This design comes from an exercise in tuning for small area and a short achievable clock period on the open sky130 flow, not from production work.
Power figures rest on the tool's default switching activity, not on a simulated workload.

==> flow/design.v <==
module psram_rsp #(
    parameter int unsigned MEM_AW = 8
) (
    input  logic        clk_i,
    input  logic        rst_i,
    input  logic [7:0]  cfg_rcmd_i,
    input  logic [7:0]  cfg_wcmd_i,
    input  logic [7:0]  cfg_mrcmd_i,
    input  logic [7:0]  cfg_mwcmd_i,
    input  logic [7:0]  cfg_rlc_i,
    input  logic [7:0]  cfg_wlc_i,
    input  logic        psram_sck_i,
    input  logic        psram_ce_i,
    input  logic [7:0]  psram_io_in_i,
    input  logic        psram_dqs_in_i,
    output logic [7:0]  psram_io_out_o,
    output logic        psram_io_en_o,
    output logic        psram_dqs_out_o,
    output logic        psram_dqs_en_o,
    output logic [31:0] mr_o,
    output logic        err_o
);
    localparam int NPS = 2, NRG = 2;
    localparam int S_IDLE = 0, S_INST = 1, S_ADDR = 2, S_LATN = 3,
                   S_WDATA = 4, S_RDATA = 5, S_MWR = 6, S_IGNR = 7;
    logic              sck_q, sck_prev_q, ce_q, dqs_q;
    logic [7:0]        io_q;
    logic [7:0]        st_q, st_d;
    logic              armed_q;
    logic              inst_got_q;
    logic [7:0]        opcode_q;
    logic [7:0]        ptr_q, ptr_d;
    logic [1:0]        byte_cnt_q;
    logic [7:0]        lat_q;
    logic              is_wr_q;
    logic              is_mr_q;
    logic              mwr_done_q;
    logic [3:0][7:0]   mr_q;
    logic [7:0]        io_out_q;
    logic              io_en_q;
    logic              dqs_out_q;
    logic              dqs_en_q;
    logic [3:0][7:0]   sd_q;            
    logic [3:0][1:0]   sh_q;            
    logic [3:0][3:0]   spos_q;          
    logic [3:0]        mwsel_q;         
    logic [15:0][15:0][7:0] ring_q;     
    logic [3:0]        ph_q;
    logic [15:0]       rsel_c;          
    logic [NPS-1:0][15:0] psel_q, psel_d;  
    logic [NRG-1:0][7:0] rdp_q;         
    logic edge_c, rise_c, go_c;
    logic [7:0] rd_or_c;
    logic idle_go_c, inst_cap_c, inst_go_c, addr_edge_c, addr4_c;
    logic m_r_c, m_w_c, m_mr_c, m_mw_c, any_lat_c;
    logic lat_rise_c, lat_done_c, rd_start_c, rd_edge_c, wr_edge_c, inc_c, mr_wr_c;
    assign edge_c = sck_q ^ sck_prev_q;
    assign rise_c = sck_q & ~sck_prev_q;
    assign go_c   = ~ce_q;
    assign m_r_c     = (opcode_q == cfg_rcmd_i);
    assign m_w_c     = (opcode_q == cfg_wcmd_i);
    assign m_mr_c    = (opcode_q == cfg_mrcmd_i);
    assign m_mw_c    = (opcode_q == cfg_mwcmd_i);
    assign any_lat_c = m_r_c | m_w_c | m_mr_c;
    assign idle_go_c   = go_c & st_q[S_IDLE] & armed_q;
    assign inst_cap_c  = go_c & st_q[S_INST] & rise_c & ~inst_got_q;
    assign inst_go_c   = go_c & st_q[S_INST] & edge_c & inst_got_q;
    assign addr_edge_c = go_c & st_q[S_ADDR] & edge_c;
    assign addr4_c     = addr_edge_c & (byte_cnt_q == 2'd3);
    assign lat_rise_c  = go_c & st_q[S_LATN] & rise_c;
    assign lat_done_c  = lat_rise_c & (lat_q == 8'd0);
    assign rd_start_c  = lat_done_c & ~is_wr_q;
    assign rd_edge_c   = go_c & st_q[S_RDATA] & edge_c;
    assign wr_edge_c   = go_c & st_q[S_WDATA] & edge_c;
    assign mr_wr_c     = go_c & st_q[S_MWR] & edge_c & ~mwr_done_q;
    assign inc_c       = rd_start_c | rd_edge_c | wr_edge_c;
    always_comb begin
        st_d[S_IDLE]  = ce_q | (st_q[S_IDLE] & ~armed_q);
        st_d[S_INST]  = idle_go_c | (go_c & st_q[S_INST] & ~(edge_c & inst_got_q));
        st_d[S_ADDR]  = inst_go_c | (go_c & st_q[S_ADDR] & ~addr4_c);
        st_d[S_LATN]  = (addr4_c & any_lat_c) | (go_c & st_q[S_LATN] & ~lat_done_c);
        st_d[S_WDATA] = (lat_done_c & is_wr_q) | (go_c & st_q[S_WDATA]);
        st_d[S_RDATA] = rd_start_c | (go_c & st_q[S_RDATA]);
        st_d[S_MWR]   = (addr4_c & ~any_lat_c & m_mw_c) | (go_c & st_q[S_MWR]);
        st_d[S_IGNR]  = (addr4_c & ~any_lat_c & ~m_mw_c) | (go_c & st_q[S_IGNR]);
    end
    assign ptr_d = addr_edge_c ? io_q : inc_c ? ptr_q + 8'd1 : ptr_q;
    always_ff @(posedge clk_i or posedge rst_i) begin
        if (rst_i) begin
            sck_q      <= 1'b0;
            sck_prev_q <= 1'b0;
            ce_q       <= 1'b0;
            st_q       <= 8'b1 << S_IDLE;
            armed_q    <= 1'b0;
            mr_q       <= '0;
            io_out_q   <= 8'd0;
            io_en_q    <= 1'b0;
            dqs_out_q  <= 1'b0;
            dqs_en_q   <= 1'b0;
        end else begin
            sck_q      <= psram_sck_i;
            sck_prev_q <= sck_q;
            ce_q       <= psram_ce_i;
            st_q       <= st_d;
            armed_q    <= armed_q | ce_q;
            for (int k = 0; k < 4; k++) begin
                if (mr_wr_c && mwsel_q[k]) begin
                    mr_q[k] <= io_q;
                end
            end
            if (rd_start_c || rd_edge_c) begin
                io_out_q <= is_mr_q ? mr_q[ptr_q[1:0]] : rd_or_c;
            end
            if (rd_start_c) begin
                dqs_out_q <= 1'b0;
            end else if (rd_edge_c) begin
                dqs_out_q <= ~dqs_out_q;
            end
            io_en_q  <= rd_start_c | (go_c & io_en_q);
            dqs_en_q <= rd_start_c | (go_c & dqs_en_q);
        end
    end
    always_ff @(posedge clk_i) begin
        io_q  <= psram_io_in_i;
        dqs_q <= psram_dqs_in_i;
        if (idle_go_c) begin
            inst_got_q <= 1'b0;
        end else if (inst_cap_c) begin
            inst_got_q <= 1'b1;
        end
        if (inst_cap_c) begin
            opcode_q <= io_q;
        end
        if (inst_go_c) begin
            byte_cnt_q <= 2'd0;
        end else if (addr_edge_c) begin
            byte_cnt_q <= byte_cnt_q + 2'd1;
        end
        if (addr4_c) begin
            lat_q      <= (~m_r_c & m_w_c) ? cfg_wlc_i : cfg_rlc_i;
            is_wr_q    <= ~m_r_c & m_w_c;
            is_mr_q    <= ~m_r_c & ~m_w_c & m_mr_c;
            mwr_done_q <= 1'b0;
        end else if (lat_rise_c && !lat_done_c) begin
            lat_q <= lat_q - 8'd1;
        end else if (mr_wr_c) begin
            mwr_done_q <= 1'b1;
        end
    end
    logic [3:0]  ld_col_c, ld_pos_c;
    logic [15:0][7:0] rd_ring_c;
    logic [NRG-1:0][7:0] rd_grp_c;
    assign ld_col_c = io_q[7:4] + ph_q + 4'd1;
    always_comb begin
        for (int g = 0; g < NPS; g++) begin
            if (addr_edge_c) begin
                psel_d[g] = 16'b1 << ld_col_c;
            end else if (inc_c && ptr_q[3:0] == 4'd15) begin
                psel_d[g] = {psel_q[g][13:0], psel_q[g][15:14]};
            end else begin
                psel_d[g] = {psel_q[g][14:0], psel_q[g][15]};
            end
        end
        rsel_c = 16'b1 << ptr_q[3:0];
    end
    always_comb begin
        for (int r = 0; r < 16; r++) begin
            rd_ring_c[r] = '0;
            for (int p = 0; p < 16; p++) begin
                rd_ring_c[r] = rd_ring_c[r] | ({8{psel_q[r / (16 / NPS)][p]}} & ring_q[r][p]);
            end
        end
        for (int g = 0; g < NRG; g++) begin
            rd_grp_c[g] = '0;
            for (int r = (16 / NRG) * g; r < (16 / NRG) * (g + 1); r++) begin
                rd_grp_c[g] = rd_grp_c[g] | ({8{rsel_c[r]}} & rd_ring_c[r]);
            end
        end
    end
    always_comb begin
        rd_or_c = '0;
        for (int g = 0; g < NRG; g++) begin
            rd_or_c = rd_or_c | rdp_q[g];
        end
    end
    assign ld_pos_c = ptr_q[7:4] + ph_q + 4'd1;
    always_ff @(posedge clk_i) begin
        ptr_q  <= ptr_d;
        ph_q   <= ph_q + 4'd1;
        psel_q <= psel_d;
        rdp_q  <= rd_grp_c;
        if (addr_edge_c) begin
            mwsel_q <= 4'b1 << io_q[1:0];
        end
        for (int e = 0; e < 4; e++) begin
            if (wr_edge_c && dqs_q && ptr_q[1:0] == 2'(e)) begin
                sd_q[e]   <= io_q;
                sh_q[e]   <= ptr_q[3:2];
                spos_q[e] <= ld_pos_c;
            end else begin
                spos_q[e] <= spos_q[e] + 4'd1;
            end
        end
        for (int r = 0; r < 16; r++) begin
            for (int p = 0; p < 16; p++) begin
                if (p == 0 && spos_q[r % 4] == 4'd15 && sh_q[r % 4] == 2'(r / 4)) begin
                    ring_q[r][p] <= sd_q[r % 4];
                end else if (p == 8 && spos_q[r % 4] == 4'd7 && sh_q[r % 4] == 2'(r / 4)) begin
                    ring_q[r][p] <= sd_q[r % 4];
                end else begin
                    ring_q[r][p] <= ring_q[r][(p + 15) % 16];
                end
            end
        end
    end
    assign psram_io_out_o  = io_out_q;
    assign psram_io_en_o   = io_en_q;
    assign psram_dqs_out_o = dqs_out_q;
    assign psram_dqs_en_o  = dqs_en_q;
    assign mr_o            = mr_q;
    logic       ce_prev_q, ce_fall_c, unknown_c;
    logic [1:0] guard_q, guard_d;
    logic       err_q, err_d;
    assign ce_fall_c = ce_prev_q & ~ce_q;
    assign unknown_c = addr4_c & ~any_lat_c & ~m_mw_c;
    always_comb begin
        guard_d = guard_q;
        if (ce_fall_c) begin
            guard_d = 2'd2;
        end else if (guard_q != 2'd0) begin
            guard_d = guard_q - 2'd1;
        end
        err_d = err_q;
        if (unknown_c) begin
            err_d = 1'b1;
        end
        if (ce_q && (st_q[S_INST] || st_q[S_ADDR] || st_q[S_LATN])) begin
            err_d = 1'b1;
        end
        if (edge_c && !ce_q && (ce_fall_c || guard_q != 2'd0)) begin
            err_d = 1'b1;
        end
    end
    always_ff @(posedge clk_i or posedge rst_i) begin
        if (rst_i) begin
            ce_prev_q <= 1'b0;
            guard_q   <= 2'd0;
            err_q     <= 1'b0;
        end else begin
            ce_prev_q <= ce_q;
            guard_q   <= guard_d;
            err_q     <= err_d;
        end
    end
    assign err_o = err_q;
endmodule
clock: 6.0 ns
lec_check: 0
cap_margin: 20
core_margin: 2
core_utilization: 75
setup_slack_margin: 3.7
slew_margin: 20
standard.sh (not shown) runs the stock make flow with config.mk's settings and CLKGATE_MAP_FILE= SYNTH_SCRIPT=/design/flow/synth_recipe.tcl, a recipe that flattens the netlist after the stock synthesis.
==> flow/flow/run.sh <==
#!/bin/bash
# The standard layout (standard.sh), with these changes:
#  * plain buf_4 buffers on the ports instead of the delay buffers that buffer_ports
#    picks by default;
#  * clock tree synthesis without dummy loads, with clkbuf_16 buffers and larger sink
#    clusters than the default (fewer leaf buffers).
# ORFS's own logs stay in orfs/logs; standard.sh's output goes to standard.log.
set -e
bash standard.sh \
  BUFFER_PORTS_ARGS="-buffer_cell sky130_fd_sc_hd__buf_4" \
  CTS_ARGS="-sink_clustering_enable -repair_clock_nets -dont_use_dummy_load -buf_list sky130_fd_sc_hd__clkbuf_16 -sink_clustering_size 25 -sink_clustering_max_diameter 80" \
  finish > standard.log 2>&1
The first run passed the timing, design-rule and antenna checks.
Next try:
--- a/flow/design.v
+++ b/flow/design.v
@@ -22,9 +22,10 @@
 );
     localparam int NPS = 2, NRG = 2;
     localparam int S_IDLE = 0, S_INST = 1, S_ADDR = 2, S_LATN = 3,
                    S_WDATA = 4, S_RDATA = 5, S_MWR = 6, S_IGNR = 7;
-    logic              sck_q, sck_prev_q, ce_q, dqs_q;
+    logic              sck_q, edge_q, rise_q, ce_q, dqs_q;
+    logic [3:0]        colp_q;          
     logic [7:0]        io_q;
     logic [7:0]        st_q, st_d;
     logic              armed_q;
     logic              inst_got_q;
@@ -53,10 +54,10 @@
     logic [7:0] rd_or_c;
     logic idle_go_c, inst_cap_c, inst_go_c, addr_edge_c, addr4_c;
     logic m_r_c, m_w_c, m_mr_c, m_mw_c, any_lat_c;
     logic lat_rise_c, lat_done_c, rd_start_c, rd_edge_c, wr_edge_c, inc_c, mr_wr_c;
-    assign edge_c = sck_q ^ sck_prev_q;
-    assign rise_c = sck_q & ~sck_prev_q;
+    assign edge_c = edge_q;
+    assign rise_c = rise_q;
     assign go_c   = ~ce_q;
     assign m_r_c     = (opcode_q == cfg_rcmd_i);
     assign m_w_c     = (opcode_q == cfg_wcmd_i);
     assign m_mr_c    = (opcode_q == cfg_mrcmd_i);
@@ -87,9 +88,10 @@
     assign ptr_d = addr_edge_c ? io_q : inc_c ? ptr_q + 8'd1 : ptr_q;
     always_ff @(posedge clk_i or posedge rst_i) begin
         if (rst_i) begin
             sck_q      <= 1'b0;
-            sck_prev_q <= 1'b0;
+            edge_q     <= 1'b0;
+            rise_q     <= 1'b0;
             ce_q       <= 1'b0;
             st_q       <= 8'b1 << S_IDLE;
             armed_q    <= 1'b0;
             mr_q       <= '0;
@@ -98,9 +100,10 @@
             dqs_out_q  <= 1'b0;
             dqs_en_q   <= 1'b0;
         end else begin
             sck_q      <= psram_sck_i;
-            sck_prev_q <= sck_q;
+            edge_q     <= psram_sck_i ^ sck_q;
+            rise_q     <= psram_sck_i & ~sck_q;
             ce_q       <= psram_ce_i;
             st_q       <= st_d;
             armed_q    <= armed_q | ce_q;
             for (int k = 0; k < 4; k++) begin
@@ -121,8 +124,9 @@
         end
     end
     always_ff @(posedge clk_i) begin
         io_q  <= psram_io_in_i;
+        colp_q <= psram_io_in_i[7:4] + ph_q + 4'd1;
         dqs_q <= psram_dqs_in_i;
         if (idle_go_c) begin
             inst_got_q <= 1'b0;
         end else if (inst_cap_c) begin
@@ -149,9 +153,9 @@
     end
     logic [3:0]  ld_col_c, ld_pos_c;
     logic [15:0][7:0] rd_ring_c;
     logic [NRG-1:0][7:0] rd_grp_c;
-    assign ld_col_c = io_q[7:4] + ph_q + 4'd1;
+    assign ld_col_c = colp_q;
     always_comb begin
         for (int g = 0; g < NPS; g++) begin
             if (addr_edge_c) begin
                 psel_d[g] = 16'b1 << ld_col_c;
@@ -182,9 +186,9 @@
         for (int g = 0; g < NRG; g++) begin
             rd_or_c = rd_or_c | rdp_q[g];
         end
     end
-    assign ld_pos_c = ptr_q[7:4] + ph_q + 4'd1;
+    assign ld_pos_c = ptr_q[7:4] + ph_q;
     always_ff @(posedge clk_i) begin
         ptr_q  <= ptr_d;
         ph_q   <= ph_q + 4'd1;
         psel_q <= psel_d;
What happened: Total power came out lower by a few percent; sequential share of layout area came out higher by 0.63 points; final area came out lower slightly; area after synthesis came out higher slightly; utilization came out lower by 0.79 points; via count came out lower by a few percent; clock power barely changes.
No run of this note included a check of the RTL's function; only the layout flow was run.

[port drivers added, routing unchanged]
The results above use ideal ports. As a check the final layouts listed here were re-extracted and re-timed, cells and wires unchanged. Step 1, drivers: a clkbuf_16 drives clk_i and a buf_2 each remaining input, both assumed. Step 2, shift: input delay + t, output delay - t, t = (earliest + latest rising clock arrival at the registers) / 2. This alone moves slack from input paths to output paths. Slacks: no drivers / after step 1 / after step 2; pairs: no drivers / after step 1.
run | t (ns) | setup slack, ns | worst register clock-pin slew, ns | worst data-port slew with drivers (ns)
the first run | 0.764 | 3.474 / 3.399 / 3.194 | 0.11 / 0.11 | 0.06
the second run | 0.775 | 3.526 / 3.448 / 3.038 | 0.11 / 0.11 | 0.07
After both steps setup and hold are still met in every run listed. For the second run, which loses most, drivers alone change the setup slack by -0.078 ns; drivers and shift together by -0.488 ns.
